Background: an optimization exercise with open tools, aiming at small area, a short achievable clock period and few clock cycles per item. Do not read the settings as production practice.
At most, simulation tests tie the RTL to the original design; equivalence was not proved.
Power and IR drop assume default switching activity.

## conv_pair_top
module conv_pair_top (
    input  logic                 clk_i,
    input  logic                 reset_i,
    input  logic                 win_valid_i,
    input  logic [127:0]         win_i,            
    output logic                 credit_o,
    input  logic                 credit_i,
    output logic                 result_valid_o,
    output logic [31:0]          result_o          
);
    logic [1:0][16:0] row_raw;     
    logic [15:0] pa0;
    logic [15:0] pb0;
    logic [15:0] pc0;
    logic [15:0] pd0;
    logic [4:0] v0;
    logic [3:0] u0;
    logic s0_1;
    logic k0_2;
    logic s0_3;
    logic k0_4;
    logic s0_5;
    logic k0_6;
    logic s0_7;
    logic k0_8;
    logic s0_9;
    logic k0_10;
    logic s0_11;
    logic k0_12;
    logic s0_13;
    logic k0_14;
    logic s0_15;
    logic k0_16;
    logic s0_17;
    logic k0_18;
    logic s0_19;
    logic k0_20;
    logic s0_21;
    logic k0_22;
    logic s0_23;
    logic k0_24;
    logic s0_25;
    logic k0_26;
    logic s0_27;
    logic k0_28;
    logic s0_29;
    logic k0_30;
    logic s0_31;
    logic k0_32;
    logic s0_33;
    logic k0_34;
    logic s0_35;
    logic k0_36;
    logic s0_37;
    logic k0_38;
    logic s0_39;
    logic k0_40;
    logic s0_41;
    logic k0_42;
    logic s0_43;
    logic k0_44;
  ...
Size: about 670 cells after synthesis, about 74 flip-flops, roughly 170 I/O pins, roughly 0.0075 mm² of cells after synthesis.
clock: 10.0 ns
lec_check: 0
cap_margin: 20
core_margin: 2
core_utilization: 65
cts_buf_list: sky130_fd_sc_hd__clkbuf_4 sky130_fd_sc_hd__clkbuf_8
setup_slack_margin: 5.0
slew_margin: 20
synth_hierarchical: 1
synth_minimum_keep_size: 0
standard.sh (not shown) runs the stock make flow with config.mk's settings and CLKGATE_MAP_FILE= SYNTH_SCRIPT=/design/flow/synth_recipe.tcl, a recipe that flattens the netlist after the stock synthesis.
==> flow/flow/run.sh <==
#!/bin/bash
set -euo pipefail
bash standard.sh SETUP_SLACK_MARGIN=6.0 BUFFER_PORTS_ARGS="-buffer_cell sky130_fd_sc_hd__buf_2" finish > make.log 2>&1
The baseline passed the timing, design-rule and antenna checks.
Testbench counts at the start, summed over its fixed seeds: cycles 968, items 960.
Rerun with:
==> flow/flow/run.sh (replaced) <==
#!/bin/bash
set -euo pipefail
bash standard.sh SETUP_SLACK_MARGIN=5.5 BUFFER_PORTS_ARGS="-buffer_cell sky130_fd_sc_hd__buf_2" finish > make.log 2>&1
=> The changed run finished clean; count of clock-buffer cells in the layout came out lower by 1; worst setup slack got worse by 0.048 ns; routed wire length came out higher by 1.7%; power came out higher by 2.1%; clock power came out lower by about 4%; design area is about the same; die area does not change; cell count came out higher by 0.59%; fmax came out lower by 1.0%; synthesized cell count does not change; via count came out higher by 2.2%.

conv_pair_top, a different RTL version from the one above (not shown whole).
For scale: about 620 cells after synthesis, about 170 I/O pins, about 7900 um2 of cells after synthesis.
==> flow/config.mk <==
export PLATFORM = sky130hd
export DESIGN_NAME = conv_pair_top
export DESIGN_NICKNAME = conv_pair_top
export VERILOG_FILES = /design/flow/design.v
export SDC_FILE = /design/flow/constraint.sdc
export NUM_CORES = 4
export LEC_CHECK = 0
export CAP_MARGIN = 20
export CORE_MARGIN = 2
export CORE_UTILIZATION = 40
export SETUP_SLACK_MARGIN = 4.5
export SLEW_MARGIN = 20
export SYNTH_HIERARCHICAL = 1
export SYNTH_MINIMUM_KEEP_SIZE = 0
==> flow/constraint.sdc <==
create_clock -name core_clock -period 10.0 [get_ports {clk_i}]
set_input_delay 2.0000 -clock core_clock [delete_from_list [all_inputs] [get_ports {clk_i}]]
set_output_delay 2.0000 -clock core_clock [all_outputs]
set_load 0.01 [all_outputs]
==> flow/flow/run.sh <==
#!/bin/bash
# Standard layout (the standard.sh, all ORFS steps), except that the port buffers are
# buf_2 cells instead of the delay buffers buffer_ports picks by default.
# Each tool's full output is in orfs/logs/; make's own output is in make.log.
set -euo pipefail
bash standard.sh BUFFER_PORTS_ARGS="-buffer_cell sky130_fd_sc_hd__buf_2" finish > make.log 2>&1
Change:
--- a/flow/config.mk
+++ b/flow/config.mk
@@ -11 +11 @@
-export SETUP_SLACK_MARGIN = 4.5
+export SETUP_SLACK_MARGIN = 4.0
The new run produced a clean layout.
Final cell count stays flat.
Sequential power is about the same.
Final area is lower by 1.9%.
Worst hold slack gets better by 38 ps.
Critical path depth stays the same.
Clock-buffer cell count went up by 1.
First-iteration DRC count rose by 7.1%.
Synthesized cell count is unchanged.
Power falls by 4.2%.
Change:
--- a/flow/config.mk
+++ b/flow/config.mk
@@ -11 +11 @@
-export SETUP_SLACK_MARGIN = 4.0
+export SETUP_SLACK_MARGIN = 3.5
What happened: Synthesized cell count stays the same. Utilization decreases by 3.2 points. Clock power climbs by 32%. Design area decreases by about 6%. Die area does not change. Critical path depth falls by 1. Via count drops by about 4%.
Function was not checked in any run of this note: the RTL went through the layout flow alone.

Setup of job 3336:
conv_pair_top, a different RTL version from the one above (not shown whole).
Size: about 660 cells after synthesis, roughly 170 I/O pins.
// conv_pair_top
module conv_pair_top (
    input  logic                 clk_i,
    input  logic                 reset_i,
    input  logic                 win_valid_i,
    input  logic [127:0]         win_i,            
    output logic                 credit_o,
    input  logic                 credit_i,
    output logic                 result_valid_o,
    output logic [31:0]          result_o          
);
Settings: LEC_CHECK=0, CAP_MARGIN=20, CORE_MARGIN=2, CORE_UTILIZATION=60, CTS_BUF_LIST=sky130_fd_sc_hd__clkbuf_4 sky130_fd_sc_hd__clkbuf_8, PLACE_DENSITY=0.7, SETUP_SLACK_MARGIN=5.0, SLEW_MARGIN=20, SYNTH_HIERARCHICAL=1, SYNTH_MINIMUM_KEEP_SIZE=0; clock period 10.0 ns.
==> flow/flow/run.sh <==
#!/bin/bash
set -euo pipefail
bash standard.sh SETUP_SLACK_MARGIN=5.3 BUFFER_PORTS_ARGS="-buffer_cell sky130_fd_sc_hd__buf_1" finish > make.log 2>&1
Job 3336 did not stop at any stage, and its layout met the timing, design-rule and antenna checks.
Testbench counts of job 3336, summed over its fixed seeds: cycles 968, items 960.
Setup changes, job 3336 to job 6504
- CORE_UTILIZATION: 60 -> 50
- PLACE_DENSITY: 0.7 -> 0.85
### Flow results
Every run (job 6504 and job 3336) finished clean. Placeable core region, job 6504 and job 3336, lower one = job 3336. For the share of final-layout standard cells stronger than drive strength 1, job 6504 came in 1.0 points higher than job 3336 did. Job 6504 vs job 3336 — cell area rose about 1%. Re sequential share of power: job 3336 was higher than job 6504. | worst hold slack | higher: job 3336 |. In the tables for job 6504 and job 3336, iteration-0 DRC count of the detailed router reads lower with job 3336. In terms of final routed wirelength across all metal layers, job 6504 and job 3336 differ only marginally. Higher global-route usage goes to job 3336 over job 6504. Number of well taps delta for job 6504 relative to job 3336: 25% higher. In the metrics for job 6504 and job 3336, the one carrying the higher final period demand of the worst path is job 3336.
diff inputs: job 6504 => job 7179
- swapping 50 for 45 in CORE_UTILIZATION
Sort job 6504 and job 7179 by cell area reported after detailed placement, ascending, and job 6504 comes first. Going from job 6504 to job 7179, routed wire length on met3 grew by more than a quarter. Job 6504 has higher cell-internal power than job 7179. Looking at total power across job 6504 and job 7179, the one that comes out lower is job 7179.
#### Input delta (job 8556 over job 7179)
- PLACE_DENSITY: 0.85 -> 0.75
- CORE_UTILIZATION: 45 -> 50
==> flow/flow/run.sh <==
#!/bin/bash
set -euo pipefail
bash standard.sh SETUP_SLACK_MARGIN=5.2 BUFFER_PORTS_ARGS="-buffer_cell sky130_fd_sc_hd__buf_1" finish > make.log 2>&1
Notes after the runs:
- Summary of job 8556 over job 7179: register-to-register slack down 0.13 ns, post-layout instance count excluding filler cells now smaller, combinational share of power now smaller.
- Going from job 7179 to job 8556, the layout overhead on the synthesized area was found to have gone down by 1.4 points.
- Looking at insertion delay to the later sink of the worst-skew pair across job 7179 and job 8556, the one that comes out higher is job 8556.
- The higher non-clock buffer count in the final layout came out of job 8556.
- Cell area after placement is higher on job 7179
- Post-route total power (job 8556 over job 7179): decrease, 0.043 mW
- Number of resized instances in the post-cts repair step: job 8556 < job 7179
Input-level comparison between job 633 and job 8556:
==> flow/flow/run.sh <==
#!/bin/bash
set -euo pipefail
bash standard.sh SETUP_SLACK_MARGIN=5.3 BUFFER_PORTS_ARGS="-buffer_cell sky130_fd_sc_hd__buf_1" finish > make.log 2>&1
[summary]
Job 633 vs job 8556, worst slew slack as a fraction of its limit went down by 12 points. Looking at startpoint of the worst setup timing path, the win_i[53] result is from job 8556; the win_i[55] one comes from job 633. In the reports for job 633 and job 8556, the larger clock skew belongs to job 8556. [compare] base=job 8556 new=job 633: required time of the critical path now sits lower; first-iteration detailed-routing DRC count now sits lower. Job 633 -> job 8556: accumulated negative setup slack delta 0, exact match. Looking at final clock period utilization by the worst path, job 633 sits 1.1 points below job 8556. Job 633: largest stage delay on the critical path lower than job 8556. Job 633 and job 8556 ended up with roughly the same layout net count.
Inputs modified between job 633 and job 5325:
==> flow/flow/run.sh <==
#!/bin/bash
set -euo pipefail
bash standard.sh SETUP_SLACK_MARGIN=5.4 BUFFER_PORTS_ARGS="-buffer_cell sky130_fd_sc_hd__buf_1" finish > make.log 2>&1
Notes after the runs:
Hold slack improves in job 5325 relative to job 633. Route | job 5325 vs job 633 | wire longer in job 5325. The minimum period implied by the final worst setup slack of job 5325 was superior to that of job 633. Job 5325 against job 633: number of vias per cell rose by about 1%; via count rose by 102; setup slack rose by 0.035 ns; count of antenna-violating nets left after detailed routing stayed essentially flat. The slowest stage cell on the critical path comes out sky130_fd_sc_hd__fa_2 in one run and sky130_fd_sc_hd__fa_1 in the other, namely in job 5325 and job 633 respectively.

## lane 1
Another version of the RTL of conv_pair_top (not shown whole).
For scale: about 680 cells after synthesis, ~74 flip-flops, about 0.0075 mm2 of cells after synthesis.
==> flow/design.v (excerpt) <==
module conv_pair_top (
    input  logic                 clk_i,
    input  logic                 reset_i,
    input  logic                 win_valid_i,
    input  logic [127:0]         win_i,            
    output logic                 credit_o,
    input  logic                 credit_i,
    output logic                 result_valid_o,
    output logic [31:0]          result_o          
);
Settings: LEC_CHECK=0, CAP_MARGIN=20, CORE_MARGIN=2, CORE_UTILIZATION=65, CTS_BUF_LIST=sky130_fd_sc_hd__clkbuf_4 sky130_fd_sc_hd__clkbuf_8, SETUP_SLACK_MARGIN=4.5, SLEW_MARGIN=20, SYNTH_HIERARCHICAL=1, SYNTH_MINIMUM_KEEP_SIZE=0; clock period 10.0 ns.
==> flow/flow/run.sh <==
#!/bin/bash
# Standard layout (the standard.sh, all ORFS steps), except that the port buffers are
# buf_2 cells instead of the delay buffers buffer_ports picks by default.
# Each tool's full output is in orfs/logs/; make's own output is in make.log.
set -euo pipefail
bash standard.sh BUFFER_PORTS_ARGS="-buffer_cell sky130_fd_sc_hd__buf_2" finish > make.log 2>&1
No stage failed in lane 1, and the final checks on the layout all came back clean.
[inputs] lane 2 vs lane 1
Settings: a change of SETUP_SLACK_MARGIN from 4.5 to 5.0.
Findings:
Lane 2 ended with every stage complete and zero timing, DRC or antenna violations. Area taken by multi-input logic gates in lane 2 is 31 um2 above lane 1. Delta (lane 2 minus lane 1): upper clock frequency limit climbed 9.3%, final non-filler cell total flat. Of the two values seen for worst setup path startpoint, win_i[54] was produced by lane 2 and win_i[52] by lane 1.
No run of this note included a check of the RTL's function; only the layout flow was run.

conv_pair_top, a different RTL version from the one above (not shown whole).
Size in the first run: about 74 flip-flops, ~170 I/O pins, roughly 7400 µm² of cells after synthesis.
==> flow/config.mk <==
export PLATFORM = sky130hd
export DESIGN_NAME = conv_pair_top
export DESIGN_NICKNAME = conv_pair_top
export VERILOG_FILES = /design/flow/design.v
export SDC_FILE = /design/flow/constraint.sdc
export NUM_CORES = 4
export LEC_CHECK = 0
export CAP_MARGIN = 20
export CORE_MARGIN = 2
export CORE_UTILIZATION = 55
export CTS_BUF_LIST = sky130_fd_sc_hd__clkbuf_4 sky130_fd_sc_hd__clkbuf_8
export SETUP_SLACK_MARGIN = 5.0
export SLEW_MARGIN = 20
export SYNTH_HIERARCHICAL = 1
export SYNTH_MINIMUM_KEEP_SIZE = 0
==> flow/constraint.sdc <==
create_clock -name core_clock -period 10.0 [get_ports {clk_i}]
set_input_delay 2.0000 -clock core_clock [delete_from_list [all_inputs] [get_ports {clk_i}]]
set_output_delay 2.0000 -clock core_clock [all_outputs]
set_load 0.01 [all_outputs]
==> flow/flow/run.sh <==
#!/bin/bash
set -euo pipefail
bash standard.sh SETUP_SLACK_MARGIN=5.3 BUFFER_PORTS_ARGS="-buffer_cell sky130_fd_sc_hd__buf_1" finish > make.log 2>&1
Testbench counts at the start, summed over its fixed seeds: cycles 968, items 960.
Rerun with:
CORE_UTILIZATION = 60   (was 55)
After rerunning:
- area after synthesis does not change
- clock power hardly moves
- via count barely changes
- final cell count is lower by 3.4%
- final area shrinks by 0.57%
- utilization grows by 6.0 points
- maximum frequency came out higher by 0.57%
- worst hold slack gets better by 0.014 ns

oak:
conv_pair_top, a different RTL version from the one above (not shown whole).
Size: roughly 540 cells after synthesis, ~66 flip-flops.
// conv_pair_top
module conv_pair_top (
    input  logic                 clk_i,
    input  logic                 reset_i,
    input  logic                 win_valid_i,
    input  logic [127:0]         win_i,            
    output logic                 credit_o,
    input  logic                 credit_i,
    output logic                 result_valid_o,
    output logic [31:0]          result_o          
);
==> flow/config.mk <==
export PLATFORM = sky130hd
export DESIGN_NAME = conv_pair_top
export DESIGN_NICKNAME = conv_pair_top
export VERILOG_FILES = /design/flow/design.v
export SDC_FILE = /design/flow/constraint.sdc
export NUM_CORES = 4
export LEC_CHECK = 0
export CAP_MARGIN = 20
export CORE_MARGIN = 2
export CORE_UTILIZATION = 40
export SETUP_SLACK_MARGIN = 3.5
export SLEW_MARGIN = 20
export SYNTH_HIERARCHICAL = 1
export SYNTH_MINIMUM_KEEP_SIZE = 0
==> flow/constraint.sdc <==
create_clock -name core_clock -period 10.0 [get_ports {clk_i}]
set_input_delay 2.0000 -clock core_clock [delete_from_list [all_inputs] [get_ports {clk_i}]]
set_output_delay 2.0000 -clock core_clock [all_outputs]
set_load 0.01 [all_outputs]
==> flow/flow/run.sh <==
#!/bin/bash
# Standard layout (the standard.sh, all ORFS steps), except that the port buffers are
# buf_2 cells instead of the delay buffers buffer_ports picks by default.
# Each tool's full output is in orfs/logs/; make's own output is in make.log.
set -euo pipefail
bash standard.sh BUFFER_PORTS_ARGS="-buffer_cell sky130_fd_sc_hd__buf_2" finish > make.log 2>&1
No stage failed in oak, and the final checks on the layout all came back clean.
What pine does differently from oak at the input level:
Settings: SETUP_SLACK_MARGIN no longer set, was 3.5.
==> flow/run.sh (new file) <==
#!/bin/bash
# synth_recipe.tcl (not shown) runs the flow's synth.tcl, then flattens the netlist and writes it again
# the make line also repeats each setting of config.mk as NAME=value (left out here)
make -C /OpenROAD-flow-scripts/flow DESIGN_CONFIG=/design/flow/config.mk WORK_HOME=/design/flow/orfs CLKGATE_MAP_FILE= SYNTH_SCRIPT=/design/flow/synth_recipe.tcl finish
removed: flow/flow/run.sh
removed: flow/standard.sh
Notes after the runs:
- Every stage of the flow completed for pine, and the final layout passed the timing, design-rule and antenna checks.
- pine ended with less setup slack after layout than oak.
- Changes observed in pine relative to oak: cell area reported after detailed placement grew by 710 um^2; clock-cell share of area was more or less identical; wire length -75 um; post-route total power -0.31 mW.
- Compared with oak, pine shows register-to-register slack lower by 0.23 ns.
- Looking at largest net degree at the start of global routing across oak and pine, the one that comes out lower is oak.
- Relative to oak, the number of standard cells in the layout, taps in and fillers out of pine is lower by about 2.2%.
- oak ended up with sky130_fd_sc_hd__fa_1 as its cell with the largest stage delay on the worst path; pine ended up with sky130_fd_sc_hd__nor4b_4.
- met3 wire length of pine falls short of that of oak by more than 10%.
- Side by side, clock buffer count turned out higher in pine than in oak.
Setup changes, pine to birch
Settings: SETUP_SLACK_MARGIN now 3.5, previously not set; ABC_CLOCK_PERIOD_IN_PS now 4000, previously not set.
==> flow/flow/run.sh (new file) <==
#!/bin/bash
# Standard layout (the standard.sh, all ORFS steps), except that the port buffers are
# buf_2 cells instead of the delay buffers buffer_ports picks by default.
# Each tool's full output is in orfs/logs/; make's own output is in make.log.
set -euo pipefail
bash standard.sh BUFFER_PORTS_ARGS="-buffer_cell sky130_fd_sc_hd__buf_2" finish > make.log 2>&1
==> flow/standard.sh (new file) <==
#!/bin/bash
# synth_recipe.tcl (not shown) runs the flow's synth.tcl, then flattens the netlist and writes it again
# the make line also repeats each setting of config.mk as NAME=value (left out here)
make -C /OpenROAD-flow-scripts/flow DESIGN_CONFIG=/design/flow/config.mk WORK_HOME=/design/flow/orfs CLKGATE_MAP_FILE= SYNTH_SCRIPT=/design/flow/synth_recipe.tcl "${@:-finish}"
removed: flow/run.sh
Results
- pine: all stages complete, timing, DRC and antenna checks passed
- Having completed the whole flow, birch delivered a layout that passed the timing, design-rule and antenna checks.
- Relative to pine, minimum period implied by the final worst setup slack decreased by 1.27 ns in birch.
- birch contains more vias than pine.
- Taking pine as the reference point, the number of stages on the worst setup path of birch rises by 2.
- Setup slack: birch more than pine
- The run showing the smaller global-route track usage on met1 is pine.
- The maximum buffer depth of the clock tree on pine is in line with that on birch.
- Looking at fraction of standard cell area that is sequential, birch sits above pine.
No functional check of the RTL was part of any run of this note.

-- re-timing with driven ports --
How much do the figures lean on ideal ports? The routed layouts below were timed once more, with nothing changed but the port constraints.
Step 1: set_driving_cell puts a clkbuf_16 on clk_i and a buf_2 on each other input, an assumption about the parent block.
Step 2 adds t to the input delays and takes it off the output delays; t is the mean of the earliest and latest rising clock arrival at the registers after step 1. Input paths then give back, and output paths get back, about the clock's delay inside the block.
a / b / c = ideal ports / drivers / drivers and shift; a / b = the first two.
run	t (ns)	slack for setup (ns)	worst hold slack (ns)	clock arrival spread, ns	worst data-port slew with drivers (ns)
the first run of note 1	0.394	5.294 / 5.286 / 4.893	0.508 / 0.508 / 0.508	0.012 / 0.013	0.06
the second run of note 1	0.397	5.246 / 5.229 / 4.832	0.521 / 0.521 / 0.521	0.015 / 0.015	0.08
the first run of note 2	0.358	3.882 / 3.880 / 3.522	0.518 / 0.518 / 0.518	0.006 / 0.006	0.05
the second run of note 2	0.357	3.851 / 3.842 / 3.485	0.557 / 0.557 / 0.557	0.008 / 0.007	0.08
the third run of note 2	0.361	3.683 / 3.696 / 3.334	0.510 / 0.510 / 0.510	0.009 / 0.009	0.04
job 3336	0.381	5.391 / 5.403 / 5.022	0.508 / 0.508 / 0.508	0.012 / 0.012	0.06
job 6504	0.382	5.395 / 5.405 / 5.023	0.501 / 0.501 / 0.501	0.009 / 0.008	0.06
job 7179	0.381	5.365 / 5.379 / 4.998	0.501 / 0.501 / 0.501	0.009 / 0.009	0.06
job 8556	0.391	5.319 / 5.315 / 4.924	0.504 / 0.504 / 0.504	0.017 / 0.016	0.07
job 633	0.376	5.426 / 5.433 / 5.057	0.501 / 0.501 / 0.501	0.007 / 0.008	0.07
job 5325	0.384	5.461 / 5.437 / 5.053	0.515 / 0.515 / 0.515	0.010 / 0.010	0.08
lane 1	0.383	4.714 / 4.726 / 4.343	0.512 / 0.512 / 0.512	0.006 / 0.006	0.07
lane 2	0.397	5.164 / 5.180 / 4.783	0.512 / 0.512 / 0.512	0.008 / 0.008	0.07
the first run of note 5	0.391	5.353 / 5.364 / 4.974	0.501 / 0.501 / 0.501	0.008 / 0.009	0.06
the second run of note 5	0.372	5.379 / 5.364 / 4.991	0.514 / 0.514 / 0.514	0.008 / 0.009	0.06
oak	0.364	3.640 / 3.626 / 3.262	0.497 / 0.497 / 0.497	0.005 / 0.004	0.07
pine	0.357	2.368 / 2.371 / 2.014	0.499 / 0.499 / 0.499	0.006 / 0.006	0.07
birch	0.364	3.640 / 3.626 / 3.262	0.497 / 0.497 / 0.497	0.005 / 0.004	0.07
After both steps setup and hold are still met in every run listed. For the second run of note 1, which loses most, drivers alone change the setup slack by -0.017 ns; drivers and shift together by -0.414 ns.
